Context: an optimization exercise on an open-source flow, tuned for small area. The choices shown serve that exercise and are no tape-out recipe. RTL that was checked went through simulation tests only; none was proved equivalent to the original. The flow treats the clock pin as an ideal source, which a real chip does not have. Power is estimated from default activity; no workload was simulated.

== run A ==
// pwm_duty_temperature_converter_top
module pwm_duty_temperature_converter_top (
  input  logic               clk,
  input  logic               rst_n,
  input  logic               in_valid,
  output logic               in_stall,
  input  logic               in_pin_level,
  output logic               out_valid,
  input  logic               out_stall,
  output logic signed [14:0] out_temperature_centi,
  output logic [12:0]        out_voltage_mv,
  output logic [2:0]         out_segment,
  input  logic               cfg_valid,
  output logic               cfg_ready,
  input  logic [2:0]         cfg_index,
  input  logic [15:0]        cfg_wdata
);
Size: about 740 cells after synthesis, ~210 flip-flops, about 59 I/O pins.
Settings: LEC_CHECK=0, ABC_AREA=1, CAP_MARGIN=20, CORE_MARGIN=2, CORE_UTILIZATION=40, SLEW_MARGIN=20; clock period 10.0 ns.
standard.sh (not shown) runs the stock make flow with config.mk's settings and CLKGATE_MAP_FILE= SYNTH_SCRIPT=/design/flow/synth_recipe.tcl, a recipe that flattens the netlist after the stock synthesis.
==> flow/flow/run.sh <==
#!/bin/bash
set -euo pipefail
export BUFFER_PORTS_ARGS="-buffer_cell sky130_fd_sc_hd__buf_1"
export CTS_ARGS="-sink_clustering_enable -repair_clock_nets -buf_list sky130_fd_sc_hd__clkbuf_8 -sink_clustering_size 16 -sink_clustering_max_diameter 40 -dont_use_dummy_load"
bash standard.sh > standard.log 2>&1
Run A | stages: all done | timing, DRC, antenna: all pass
The inputs of run B differ from those of run A as listed below.
==> flow/flow/run.sh <==
#!/bin/bash
set -euo pipefail
export BUFFER_PORTS_ARGS="-buffer_cell sky130_fd_sc_hd__buf_1"
export CTS_ARGS="-sink_clustering_enable -repair_clock_nets -buf_list sky130_fd_sc_hd__clkbuf_4 -sink_clustering_size 10 -sink_clustering_max_diameter 30 -dont_use_dummy_load"
bash standard.sh > standard.log 2>&1
### Flow results
Fmax was higher in the run labelled run A. From run A to run B the numbers moved as follows: setup slack of the critical path after layout moved down; number of placed instances with taps included level; proportion of register bits with asynchronous set or reset after synthesis level. Between run A and run B, power density over cell area decreased. Routed wire in run B totals more than in run A. Run B ran to completion and came out clean on the timing, design-rule and antenna checks.
Function was not checked in any run of this note: the RTL went through the layout flow alone.

========
pwm_duty_temperature_converter_top, a different RTL version from the one above (not shown whole).
Size in the first run: roughly 750 cells after synthesis, ~59 I/O pins.
clock: 10.0 ns
lec_check: 0
abc_area: 1
cap_margin: 20
core_margin: 2
core_utilization: 40
slew_margin: 20
==> flow/flow/run.sh <==
#!/bin/bash
set -euo pipefail
export BUFFER_PORTS_ARGS="-buffer_cell sky130_fd_sc_hd__buf_1"
export CTS_ARGS="-sink_clustering_enable -repair_clock_nets -buf_list sky130_fd_sc_hd__clkbuf_16 -sink_clustering_size 30 -sink_clustering_max_diameter 50 -dont_use_dummy_load"
bash standard.sh > standard.log 2>&1
Edit:
==> flow/flow/run.sh (replaced) <==
#!/bin/bash
set -euo pipefail
HERE=$(cd "$(dirname "$0")" && pwd)
export POST_FLOORPLAN_TCL="$HERE/downsize.tcl"
export BUFFER_PORTS_ARGS="-buffer_cell sky130_fd_sc_hd__buf_1"
export CTS_ARGS="-sink_clustering_enable -repair_clock_nets -buf_list sky130_fd_sc_hd__clkbuf_4 -sink_clustering_size 10 -sink_clustering_max_diameter 30 -dont_use_dummy_load"
bash standard.sh > standard.log 2>&1
==> flow/flow/downsize.tcl (new file) <==
# Swap every logic cell that synthesis sized up for the smallest cell of the
# same function (drive strength _0 or _1); timing has ample slack at 10 ns.
set db [ord::get_db]
set n 0
foreach inst [[ord::get_db_block] getInsts] {
  set name [[$inst getMaster] getName]
  if {![regexp {^(sky130_fd_sc_hd__[a-z0-9]+)_([0-9]+)$} $name -> base size]} { continue }
  if {[regexp {df|dl|clk|buf|tap|fill|decap|conb|diode} $base]} { continue }
  set best [$inst getMaster]
  set barea [expr {[$best getWidth] * [$best getHeight]}]
  foreach s {0 1} {
    set m [$db findMaster ${base}_$s]
    if {$m == "NULL"} { continue }
    set a [expr {[$m getWidth] * [$m getHeight]}]
    if {$a < $barea} { set best $m; set barea $a }
  }
  if {[$best getName] != $name} { $inst swapMaster $best; incr n }
}
puts "downsize.tcl: swapped $n cells"
The new run finished with timing, DRC and antenna clean.
Register-to-register slack degrades by 0.29 ns.
Count of clock-buffer cells in the layout grows by 19.
Synthesized area does not change.
Final area came out lower by about 3%.
Worst setup slack loses 0.13 ns.
Power drops by about 7%.
Via count rose by about 1.6%.
Edit:
--- a/flow/flow/run.sh
+++ b/flow/flow/run.sh
@@ -2,4 +2,2 @@
 set -euo pipefail
-HERE=$(cd "$(dirname "$0")" && pwd)
-export POST_FLOORPLAN_TCL="$HERE/downsize.tcl"
 export BUFFER_PORTS_ARGS="-buffer_cell sky130_fd_sc_hd__buf_1"
removed: flow/flow/downsize.tcl
After rerunning: Final cell count stays flat; power rose slightly; clock skew came out lower by 0.0045 ns; worst setup slack gets better by 0.019 ns; critical path depth stays the same; worst hold slack gets better by 0.011 ns.

========
== job 8338 ==
Another version of the RTL of pwm_duty_temperature_converter_top (not shown whole).
For scale: roughly 710 cells after synthesis, ~210 flip-flops, ~7200 sq um of cells after synthesis.
==> flow/config.mk <==
export PLATFORM = sky130hd
export DESIGN_NAME = pwm_duty_temperature_converter_top
export DESIGN_NICKNAME = pwm_duty_temperature_converter_top
export VERILOG_FILES = /design/flow/design.v
export SDC_FILE = /design/flow/constraint.sdc
export NUM_CORES = 4
export LEC_CHECK = 0
export ABC_AREA = 1
export CAP_MARGIN = 20
export CORE_MARGIN = 2
export CORE_UTILIZATION = 40
export SLEW_MARGIN = 20
==> flow/constraint.sdc <==
create_clock -name core_clock -period 10.0 [get_ports {clk}]
set_input_delay 2.0000 -clock core_clock [delete_from_list [all_inputs] [get_ports {clk}]]
set_output_delay 2.0000 -clock core_clock [all_outputs]
set_load 0.01 [all_outputs]
==> flow/flow/run.sh <==
#!/bin/bash
set -euo pipefail
HERE=$(cd "$(dirname "$0")" && pwd)
export POST_FLOORPLAN_TCL="$HERE/downsize.tcl"
export BUFFER_PORTS_ARGS="-buffer_cell sky130_fd_sc_hd__buf_1"
export CTS_ARGS="-sink_clustering_enable -repair_clock_nets -buf_list sky130_fd_sc_hd__clkbuf_4 -sink_clustering_size 10 -sink_clustering_max_diameter 60 -dont_use_dummy_load"
bash standard.sh > standard.log 2>&1
==> flow/flow/downsize.tcl <==
# Swap every logic cell that synthesis sized up for the smallest cell of the
# same function (drive strength _0 or _1); timing has ample slack at 10 ns.
set db [ord::get_db]
set n 0
foreach inst [[ord::get_db_block] getInsts] {
  set name [[$inst getMaster] getName]
  if {![regexp {^(sky130_fd_sc_hd__[a-z0-9]+)_([0-9]+)$} $name -> base size]} { continue }
  if {[regexp {df|dl|clk|buf|tap|fill|decap|conb|diode} $base]} { continue }
  set best [$inst getMaster]
  set barea [expr {[$best getWidth] * [$best getHeight]}]
  foreach s {0 1} {
    set m [$db findMaster ${base}_$s]
    if {$m == "NULL"} { continue }
    set a [expr {[$m getWidth] * [$m getHeight]}]
    if {$a < $barea} { set best $m; set barea $a }
  }
  if {[$best getName] != $name} { $inst swapMaster $best; incr n }
}
puts "downsize.tcl: swapped $n cells"
Job 8338: no failed stages, no open violations at the end
--- input diff job 8338..job 7547 ---
==> flow/flow/run.sh <==
#!/bin/bash
set -euo pipefail
HERE=$(cd "$(dirname "$0")" && pwd)
export POST_FLOORPLAN_TCL="$HERE/downsize.tcl"
export POST_CTS_TCL="$HERE/downsize.tcl"
export BUFFER_PORTS_ARGS="-buffer_cell sky130_fd_sc_hd__buf_1"
export CTS_ARGS="-sink_clustering_enable -repair_clock_nets -buf_list sky130_fd_sc_hd__clkbuf_4 -sink_clustering_size 10 -sink_clustering_max_diameter 30 -dont_use_dummy_load"
bash standard.sh > standard.log 2>&1
## What came out
Job 7547: full flow OK, the timing, design-rule and antenna checks passed. Compared with job 8338, in job 7547 buffering overhead has remained practically unchanged; power has increased. Re share of the clock period used by the worst path: job 8338 and job 7547 aren't equal, and the higher value belongs to job 7547. | die height | job 7547 vs job 8338 | ≈ equal |.
Input changes introduced in job 8391 (baseline for comparison: job 7547):
==> flow/flow/run.sh <==
#!/bin/bash
set -euo pipefail
HERE=$(cd "$(dirname "$0")" && pwd)
export POST_FLOORPLAN_TCL="$HERE/downsize.tcl"
export BUFFER_PORTS_ARGS="-buffer_cell sky130_fd_sc_hd__buf_1"
export CTS_ARGS="-sink_clustering_enable -repair_clock_nets -buf_list sky130_fd_sc_hd__clkbuf_4 -sink_clustering_size 10 -sink_clustering_max_diameter 30 -dont_use_dummy_load"
bash standard.sh > standard.log 2>&1
==> comparison <==
- Compared with job 7547, in job 8391 final worst-path cycle share level, share of final-layout standard cells stronger than drive strength 1 level, post-detailed-route DRC marker count level, setup slack level.
- As far as met2 demand-to-capacity share in global routing goes, job 7547 and job 8391 are indistinguishable; the numbers are identical.
- Between job 7547 and job 8391, the minimum clock period does not differ in any meaningful way.
- Reported for job 7547 and job 8391, first-pass GRT wire length turned out identical to the last digit.
--- input diff job 8391..job 1826 ---
==> flow/flow/run.sh <==
#!/bin/bash
set -euo pipefail
HERE=$(cd "$(dirname "$0")" && pwd)
export POST_FLOORPLAN_TCL="$HERE/downsize.tcl"
export BUFFER_PORTS_ARGS="-buffer_cell sky130_fd_sc_hd__buf_1"
export CTS_ARGS="-sink_clustering_enable -repair_clock_nets -buf_list sky130_fd_sc_hd__clkbuf_4 -sink_clustering_size 9 -sink_clustering_max_diameter 80 -dont_use_dummy_load"
bash standard.sh > standard.log 2>&1
Notes after the runs:
In job 1826, the multi-input logic portion of the cell area came out 0.29 points above the value in job 8391.
Re global-route usage: job 1826 and job 8391 aren't equal, and the higher value belongs to job 8391.
Looking at overall power of the completed layout, job 1826 sits about 3.4% below job 8391.
Sort job 1826 and job 8391 by area added between synthesis and finish desc -> top: job 8391
Job 1826 ended up with a higher part of the power in combinational logic than job 8391 did.
Compared with job 8391, in job 1826 fraction of power consumed by sequential logic went up; routed wire length went down.

========
== old ==
pwm_duty_temperature_converter_top with an RTL version that a note above also has.
Size: ~750 cells after synthesis, about 210 flip-flops, ~59 I/O pins, ~7400 sq um of cells after synthesis.
export LEC_CHECK = 0
export ABC_AREA = 1
export CAP_MARGIN = 20
export CORE_MARGIN = 2
export CORE_UTILIZATION = 40
export SLEW_MARGIN = 20
create_clock -name core_clock -period 10.0 [get_ports {clk}]
==> flow/flow/run.sh <==
#!/bin/bash
set -euo pipefail
HERE=$(cd "$(dirname "$0")" && pwd)
export POST_FLOORPLAN_TCL="$HERE/downsize.tcl"
export BUFFER_PORTS_ARGS="-buffer_cell sky130_fd_sc_hd__buf_1"
export CTS_ARGS="-sink_clustering_enable -repair_clock_nets -buf_list sky130_fd_sc_hd__clkbuf_2 -sink_clustering_size 6 -sink_clustering_max_diameter 20 -dont_use_dummy_load"
bash standard.sh > standard.log 2>&1
Scripts as last shown in full above: flow/flow/downsize.tcl
## Diff of input files: new against old
==> flow/flow/run.sh <==
#!/bin/bash
set -euo pipefail
HERE=$(cd "$(dirname "$0")" && pwd)
export POST_FLOORPLAN_TCL="$HERE/downsize.tcl"
export BUFFER_PORTS_ARGS="-buffer_cell sky130_fd_sc_hd__buf_1"
export CTS_ARGS="-sink_clustering_enable -repair_clock_nets -buf_list sky130_fd_sc_hd__clkbuf_4 -sink_clustering_size 13 -sink_clustering_max_diameter 30 -dont_use_dummy_load"
bash standard.sh > standard.log 2>&1
Findings:
Comparing new and old, via count of the first global-routing pass is higher on old.
The final worst-path cycle share in new sits 1.4 points below the value recorded for old.
[compare] base=old new=new: maximum clock frequency increased 3.9 MHz; logic gate share of total power went up 0.3 points; cell count along the critical path shows no meaningful change.
Comparing new and old, the higher fraction of final layout cells with drive strength greater than 1 was measured on old.

-- separate check: timing with driven ports --
How much do the figures lean on ideal ports? The routed layouts below were timed once more, with nothing changed but the port constraints.
Step 1 (the two cells are an assumption about what drives the block):
set clk [get_ports {clk}]
set_driving_cell -lib_cell sky130_fd_sc_hd__clkbuf_16 $clk
set_driving_cell -lib_cell sky130_fd_sc_hd__buf_2 [delete_from_list [all_inputs] $clk]
Step 2 adds t to the input delays and takes it off the output delays; t is the mean of the earliest and latest rising clock arrival at the registers after step 1. Input paths then give back, and output paths get back, about the clock's delay inside the block.
Slacks: no drivers / after step 1 / after step 2; pairs: no drivers / after step 1.
run | t, ns | setup slack, ns | hold WS [ns] | clock arrival spread, ns | worst data-port slew with drivers (ns)
run A | 0.542 | 4.416 / 4.378 / 4.921 | 0.271 / 0.271 / 0.271 | 0.059 / 0.059 | 0.03
run B | 0.627 | 4.303 / 4.266 / 4.893 | 0.291 / 0.291 / 0.291 | 0.083 / 0.083 | 0.03
the first run of note 2 | 0.492 | 4.196 / 4.155 / 4.647 | 0.288 / 0.288 / 0.288 | 0.062 / 0.062 | 0.05
the second run of note 2 | 0.597 | 4.063 / 4.026 / 4.624 | 0.269 / 0.269 / 0.269 | 0.063 / 0.063 | 0.04
the third run of note 2 | 0.603 | 4.083 / 4.045 / 4.648 | 0.281 / 0.281 / 0.281 | 0.062 / 0.062 | 0.05
job 8338 | 0.609 | 4.153 / 4.123 / 4.732 | 0.321 / 0.321 / 0.321 | 0.060 / 0.059 | 0.04
job 7547 | 0.595 | 4.134 / 4.104 / 4.699 | 0.284 / 0.284 / 0.284 | 0.088 / 0.088 | 0.04
job 8391 | 0.595 | 4.134 / 4.104 / 4.699 | 0.284 / 0.284 / 0.284 | 0.088 / 0.088 | 0.04
job 1826 | 0.620 | 4.072 / 4.041 / 4.661 | 0.293 / 0.293 / 0.293 | 0.054 / 0.054 | 0.04
old | 0.736 | 3.845 / 3.811 / 4.547 | 0.229 / 0.229 / 0.229 | 0.146 / 0.146 | 0.05
new | 0.655 | 3.988 / 3.950 / 4.605 | 0.234 / 0.234 / 0.234 | 0.097 / 0.098 | 0.04
After both steps setup and hold are still met in every run listed.
